This design comes from an exercise in tuning for small area on the open sky130 flow, not from production work.
The RTL was checked by simulation tests, not by an equivalence proof against the original design.
No activity file was given, so power comes from the tool's default toggle rates.

==> inputs of nickel <==
==> flow/design.v (excerpt) <==
module register_bank_sb #(
  parameter int nb_bits         = 32,
  parameter int nb_bits_address = 5,
  parameter int nb_registres    = 32,
  parameter int nb_read_ports   = 2,
  parameter bit bypass_en       = 1'b1
) (
  input  logic                                           clk_i,
  input  logic                                           rst_i,
  input  logic                                           write_enable_i,
  input  logic [nb_bits_address-1:0]                     rd_add_i,
  input  logic [nb_bits-1:0]                             rd_data_i,
  input  logic [nb_bits/8-1:0]                           byte_en_i,
  input  logic [nb_read_ports-1:0][nb_bits_address-1:0]  rs_add_i,
  output logic [nb_read_ports-1:0][nb_bits-1:0]          rs_data_o,
  input  logic                                           reserve_i,
  input  logic [nb_bits_address-1:0]                     reserve_add_i,
  input  logic                                           flush_i,
  output logic [nb_read_ports-1:0]                       rs_busy_o,
  output logic                                           any_busy_o
);
==> module register_bank_sb, before the edit <==
module register_bank_sb #(
  parameter int nb_bits         = 32,
  parameter int nb_bits_address = 5,
  parameter int nb_registres    = 32,
  parameter int nb_read_ports   = 2,
  parameter bit bypass_en       = 1'b1
) (
  input  logic                                           clk_i,
  input  logic                                           rst_i,
  input  logic                                           write_enable_i,
  input  logic [nb_bits_address-1:0]                     rd_add_i,
  input  logic [nb_bits-1:0]                             rd_data_i,
  input  logic [nb_bits/8-1:0]                           byte_en_i,
  input  logic [nb_read_ports-1:0][nb_bits_address-1:0]  rs_add_i,
  output logic [nb_read_ports-1:0][nb_bits-1:0]          rs_data_o,
  input  logic                                           reserve_i,
  input  logic [nb_bits_address-1:0]                     reserve_add_i,
  input  logic                                           flush_i,
  output logic [nb_read_ports-1:0]                       rs_busy_o,
  output logic                                           any_busy_o
);
  localparam int NB_BYTES = nb_bits / 8;
  logic [nb_bits-1:0]        r_regs [1:nb_registres-1];
  logic [nb_registres-1:1]   r_valid;
  logic [nb_registres-1:1]   r_busy;
  localparam int NB_LO = 3;                         
  localparam int NB_HI = nb_bits_address - NB_LO;   
  logic                      w_wr_valid;
  logic                      w_rsv_valid;
  logic [nb_registres-1:1]   w_wr_hit_n;    
  logic [nb_registres-1:1]   w_rsv_hit_n;   
  logic [nb_bits-1:0]        w_wr_data;
  logic [NB_BYTES-1:0]       w_be_n;
  logic [2**NB_HI-1:0]       w_wr_hi, w_rsv_hi;
  logic [2**NB_LO-1:0]       w_wr_lo, w_rsv_lo;
  always_comb begin
    w_wr_valid  = write_enable_i && rst_i;
    w_rsv_valid = reserve_i && rst_i;
    for (int h = 0; h < 2**NB_HI; h++) begin
      w_wr_hi[h]  = w_wr_valid  && (rd_add_i[nb_bits_address-1:NB_LO] == NB_HI'(h));
      w_rsv_hi[h] = w_rsv_valid && (reserve_add_i[nb_bits_address-1:NB_LO] == NB_HI'(h));
    end
    for (int l = 0; l < 2**NB_LO; l++) begin
      w_wr_lo[l]  = (rd_add_i[NB_LO-1:0] == NB_LO'(l));
      w_rsv_lo[l] = (reserve_add_i[NB_LO-1:0] == NB_LO'(l));
    end
    for (int i = 1; i < nb_registres; i++) begin
      w_wr_hit_n[i]  = ~(w_wr_hi[i >> NB_LO]  & w_wr_lo[i % (2**NB_LO)]);
      w_rsv_hit_n[i] = ~(w_rsv_hi[i >> NB_LO] & w_rsv_lo[i % (2**NB_LO)]);
    end
  end
  always_comb begin
    for (int k = 0; k < NB_BYTES; k++) begin
      w_wr_data[8*k +: 8] = byte_en_i[k] ? rd_data_i[8*k +: 8] : 8'h00;
      w_be_n[k]           = ~byte_en_i[k];
    end
  end
  for (genvar i = 1; i < nb_registres; i++) begin : g_reg
    for (genvar k = 0; k < NB_BYTES; k++) begin : g_byte
      always_ff @(posedge clk_i) begin
        if (!((w_be_n[k] && r_valid[i]) || w_wr_hit_n[i])) begin
          r_regs[i][8*k +: 8] <= w_wr_data[8*k +: 8];
        end
      end
    end
  end
  always_ff @(posedge clk_i or negedge rst_i) begin
    if (!rst_i) begin
      r_valid <= '0;
    end else begin
      r_valid <= r_valid | ~w_wr_hit_n;
    end
  end
  always_ff @(posedge clk_i or negedge rst_i) begin
    if (!rst_i) begin
      r_busy <= '0;
    end else if (flush_i) begin
      r_busy <= '0;
    end else begin
      r_busy <= (r_busy & w_wr_hit_n) | ~w_rsv_hit_n;
    end
  end
  logic [nb_read_ports-1:0][nb_registres-1:1] w_rd_sel;
  logic [nb_read_ports-1:0][NB_BYTES-1:0]     w_rd_fwd;
  for (genvar p = 0; p < nb_read_ports; p++) begin : g_dec
    logic [2**NB_HI-1:0] v_hi;
    logic [2**NB_LO-1:0] v_lo;
    logic                v_fwd;
    always_comb begin
      for (int h = 0; h < 2**NB_HI; h++) begin
        v_hi[h] = (rs_add_i[p][nb_bits_address-1:NB_LO] == NB_HI'(h));
      end
      for (int l = 0; l < 2**NB_LO; l++) begin
        v_lo[l] = (rs_add_i[p][NB_LO-1:0] == NB_LO'(l));
      end
      rs_busy_o[p] = 1'b0;
      for (int i = 1; i < nb_registres; i++) begin
        w_rd_sel[p][i] = v_hi[i >> NB_LO] & v_lo[i % (2**NB_LO)] & r_valid[i];
        rs_busy_o[p]   = rs_busy_o[p] | (v_hi[i >> NB_LO] & v_lo[i % (2**NB_LO)] & r_busy[i]);
      end
      v_fwd = bypass_en && (rs_add_i[p] == rd_add_i) && (rd_add_i != '0) && w_wr_valid;
      for (int k = 0; k < NB_BYTES; k++) begin
        w_rd_fwd[p][k] = v_fwd && byte_en_i[k];
      end
    end
  end
  for (genvar p = 0; p < nb_read_ports; p++) begin : g_port
    for (genvar b = 0; b < nb_bits; b++) begin : g_bit
      logic [nb_registres-1:1] v_col;
      for (genvar i = 1; i < nb_registres; i++) begin : g_col
        assign v_col[i] = r_regs[i][b];
      end
      register_bank_sb_rdbit #(.N(nb_registres-1)) u_rd (
        .sel_i (w_rd_sel[p]),
        .d_i   (v_col),
        .fwd_i (w_rd_fwd[p][b/8]),
        .wd_i  (rd_data_i[b]),
        .q_o   (rs_data_o[p][b])
      );
    end
  end
  always_comb begin
    any_busy_o = |r_busy;
  end
endmodule
export LEC_CHECK = 0
export ABC_CLOCK_PERIOD_IN_PS = 1000000
export CAP_MARGIN = 20
export CORE_MARGIN = 2
export CORE_UTILIZATION = 55
export CTS_BUF_LIST = sky130_fd_sc_hd__clkbuf_16
export CTS_CLUSTER_DIAMETER = 100
export CTS_CLUSTER_SIZE = 24
export SETUP_SLACK_MARGIN = 0.5
export SLEW_MARGIN = 20
export SYNTH_HIERARCHICAL = 1
export SYNTH_MINIMUM_KEEP_SIZE = 0
create_clock -name core_clock -period 8.0 [get_ports {clk_i}]
standard.sh (not shown) runs the stock make flow with config.mk's settings and CLKGATE_MAP_FILE= SYNTH_SCRIPT=/design/flow/synth_recipe.tcl, a recipe that flattens the netlist after the stock synthesis.
==> flow/flow/run.sh <==
#!/bin/bash
# Own layout flow: the standard layout (standard.sh, unchanged synthesis,
# floorplan, power grid and tap cells), with two placement/CTS options changed:
#  - port buffers use the smallest buffer (buf_1) instead of the flow's pick;
#  - clock tree: clkbuf_16, clusters of 24 sinks, no dummy balancing loads.
set -euo pipefail
bash standard.sh \
  "BUFFER_PORTS_ARGS=-buffer_cell sky130_fd_sc_hd__buf_1" \
  "CTS_ARGS=-sink_clustering_enable -repair_clock_nets -sink_clustering_size 24 -sink_clustering_max_diameter 100 -buf_list sky130_fd_sc_hd__clkbuf_16 -dont_use_dummy_load" \
  finish > make_finish.log 2>&1
==> violet: changes against nickel <==
--- a/flow/design.v
+++ b/flow/design.v
@@ -24,28 +24,24 @@
   logic [nb_registres-1:1]   r_valid;
   logic [nb_registres-1:1]   r_busy;
-  localparam int NB_LO = 3;                         
-  localparam int NB_HI = nb_bits_address - NB_LO;   
   logic                      w_wr_valid;
   logic                      w_rsv_valid;
-  logic [nb_registres-1:1]   w_wr_hit_n;    
-  logic [nb_registres-1:1]   w_rsv_hit_n;   
+  logic [nb_registres-1:1]   w_wr_hit;
+  logic [nb_registres-1:1]   w_rsv_hit;
   logic [nb_bits-1:0]        w_wr_data;
-  logic [NB_BYTES-1:0]       w_be_n;
-  logic [2**NB_HI-1:0]       w_wr_hi, w_rsv_hi;
-  logic [2**NB_LO-1:0]       w_wr_lo, w_rsv_lo;
+  function automatic logic addr_in_range(input logic [nb_bits_address-1:0] a);
+    logic [31:0] a32;
+    a32 = a;
+    addr_in_range = (a != '0) && (a32 < nb_registres);
+  endfunction
   always_comb begin
-    w_wr_valid  = write_enable_i && rst_i;
-    w_rsv_valid = reserve_i && rst_i;
-    for (int h = 0; h < 2**NB_HI; h++) begin
-      w_wr_hi[h]  = w_wr_valid  && (rd_add_i[nb_bits_address-1:NB_LO] == NB_HI'(h));
-      w_rsv_hi[h] = w_rsv_valid && (reserve_add_i[nb_bits_address-1:NB_LO] == NB_HI'(h));
-    end
-    for (int l = 0; l < 2**NB_LO; l++) begin
-      w_wr_lo[l]  = (rd_add_i[NB_LO-1:0] == NB_LO'(l));
-      w_rsv_lo[l] = (reserve_add_i[NB_LO-1:0] == NB_LO'(l));
-    end
+    w_wr_valid  = write_enable_i && rst_i && addr_in_range(rd_add_i);
+    w_rsv_valid = reserve_i && rst_i && addr_in_range(reserve_add_i);
+  end
+  always_comb begin
+    w_wr_hit  = '0;
+    w_rsv_hit = '0;
     for (int i = 1; i < nb_registres; i++) begin
-      w_wr_hit_n[i]  = ~(w_wr_hi[i >> NB_LO]  & w_wr_lo[i % (2**NB_LO)]);
-      w_rsv_hit_n[i] = ~(w_rsv_hi[i >> NB_LO] & w_rsv_lo[i % (2**NB_LO)]);
+      w_wr_hit[i]  = w_wr_valid && (rd_add_i == nb_bits_address'(i));
+      w_rsv_hit[i] = w_rsv_valid && (reserve_add_i == nb_bits_address'(i));
     end
   end
@@ -53,5 +49,4 @@
     for (int k = 0; k < NB_BYTES; k++) begin
       w_wr_data[8*k +: 8] = byte_en_i[k] ? rd_data_i[8*k +: 8] : 8'h00;
-      w_be_n[k]           = ~byte_en_i[k];
     end
   end
@@ -59,5 +54,5 @@
     for (genvar k = 0; k < NB_BYTES; k++) begin : g_byte
       always_ff @(posedge clk_i) begin
-        if (!((w_be_n[k] && r_valid[i]) || w_wr_hit_n[i])) begin
+        if (w_wr_hit[i] && (byte_en_i[k] || !r_valid[i])) begin
           r_regs[i][8*k +: 8] <= w_wr_data[8*k +: 8];
         end
@@ -69,5 +64,5 @@
       r_valid <= '0;
     end else begin
-      r_valid <= r_valid | ~w_wr_hit_n;
+      r_valid <= r_valid | w_wr_hit;
     end
   end
@@ -78,5 +73,5 @@
       r_busy <= '0;
     end else begin
-      r_busy <= (r_busy & w_wr_hit_n) | ~w_rsv_hit_n;
+      r_busy <= (r_busy & ~w_wr_hit) | w_rsv_hit;
     end
   end
@@ -84,22 +79,14 @@
   logic [nb_read_ports-1:0][NB_BYTES-1:0]     w_rd_fwd;
   for (genvar p = 0; p < nb_read_ports; p++) begin : g_dec
-    logic [2**NB_HI-1:0] v_hi;
-    logic [2**NB_LO-1:0] v_lo;
-    logic                v_fwd;
     always_comb begin
-      for (int h = 0; h < 2**NB_HI; h++) begin
-        v_hi[h] = (rs_add_i[p][nb_bits_address-1:NB_LO] == NB_HI'(h));
-      end
-      for (int l = 0; l < 2**NB_LO; l++) begin
-        v_lo[l] = (rs_add_i[p][NB_LO-1:0] == NB_LO'(l));
-      end
       rs_busy_o[p] = 1'b0;
       for (int i = 1; i < nb_registres; i++) begin
-        w_rd_sel[p][i] = v_hi[i >> NB_LO] & v_lo[i % (2**NB_LO)] & r_valid[i];
-        rs_busy_o[p]   = rs_busy_o[p] | (v_hi[i >> NB_LO] & v_lo[i % (2**NB_LO)] & r_busy[i]);
+        w_rd_sel[p][i] = (rs_add_i[p] == nb_bits_address'(i)) && r_valid[i];
+        if (rs_add_i[p] == nb_bits_address'(i)) begin
+          rs_busy_o[p] = r_busy[i];
+        end
       end
-      v_fwd = bypass_en && (rs_add_i[p] == rd_add_i) && (rd_add_i != '0) && w_wr_valid;
       for (int k = 0; k < NB_BYTES; k++) begin
-        w_rd_fwd[p][k] = v_fwd && byte_en_i[k];
+        w_rd_fwd[p][k] = bypass_en && w_wr_valid && (rs_add_i[p] == rd_add_i) && byte_en_i[k];
       end
     end
==> flow/run.sh (new file) <==
#!/bin/bash
# synth_recipe.tcl (not shown) runs the flow's synth.tcl, then flattens the netlist and writes it again
# the make line also repeats each setting of config.mk as NAME=value (left out here)
make -C /OpenROAD-flow-scripts/flow DESIGN_CONFIG=/design/flow/config.mk WORK_HOME=/design/flow/orfs CLKGATE_MAP_FILE= SYNTH_SCRIPT=/design/flow/synth_recipe.tcl finish
CORE_UTILIZATION = 45   (was 55)
CTS_BUF_LIST = not set   (was sky130_fd_sc_hd__clkbuf_16)
CTS_CLUSTER_DIAMETER = not set   (was 100)
CTS_CLUSTER_SIZE = not set   (was 24)
removed: flow/flow/run.sh
removed: flow/standard.sh
==> qor summary <==
Met3 track utilization from global routing: violet 12.20%; nickel 13.28%
Fraction of the mapped netlist area in simple logic gates: violet 8.156%; nickel 8.191%
Total number of H-tree levels: violet 3; nickel 2
FF-to-FF Start: violet r_valid[24]$_DFF_PN0_; nickel r_valid[31]$_DFF_PN0_
Inserted Clock Buffers: violet 107; nickel 50
Maximum number of pins on one net before global-route repair: violet 67; nickel 49
Proportion of synthesized chip area in sequential cells: violet 71.88%; nickel 72.14%
Clock distribution area overhead in the final layout: violet 6.968%; nickel 2.622%
Max frequency: violet 131.9 MHz; nickel 147.6 MHz
Initial antenna violation count: violet 12; nickel 11
Total number of multi-input combinational cells: violet 1588; nickel 1554
Launching element of the worst setup path: violet rs_add_i[8]; nickel rs_add_i[1]
Area of combinational cells with multiple inputs: violet 0.01196 sq mm; nickel 0.01184 sq mm
Worst-Margin Slew: violet 1220 ps; nickel 1222 ps
Average cell area after synthesis: violet 15.76 sq um; nickel 15.94 sq um
Status: violet timing/DRC/antenna clean; nickel timing/DRC/antenna clean
Standard cell with the maximum stage delay on the critical path: violet sky130_fd_sc_hd__clkdlybuf4s50_1; nickel sky130_fd_sc_hd__and3_1
Power in sequential cells: violet 6270 uW; nickel 6240 uW
Worst Hold Margin: violet 605.7 ps; nickel 621.6 ps
Destination of the worst hold path: violet r_busy[31]$_DFF_PN0_; nickel r_busy[12]$_DFF_PN0_

-- static timing again, ports no longer ideal --
Ports are ideal in the flow. The routed layouts listed here were re-timed in OpenROAD. Step 1 sets driving cells, clkbuf_16 on the clock port and buf_2 on the other inputs (assumed; they add their load-dependent delay and slew). Step 2, shift: input delay + t, output delay - t, t = (earliest + latest rising clock arrival at the registers) / 2. This alone moves slack from input paths to output paths. Three values: no drivers, after step 1, after step 2; two values: the first two.
run | t, ns | slack for setup (ns) | clock arrival spread, ns | slew at the worst register clock pin (ns) | worst data-port slew with drivers (ns)
nickel | 0.704 | 1.223 / 1.121 / 1.121 | 0.048 / 0.048 | 0.10 / 0.10 | 0.10
violet | 0.778 | 0.420 / 0.393 / 0.393 | 0.052 / 0.053 | 0.07 / 0.07 | 0.14
After both steps every run listed still meets setup and hold. The setup slack of nickel, which loses most, moves by -0.102 ns with the drivers and by -0.102 ns with both steps.
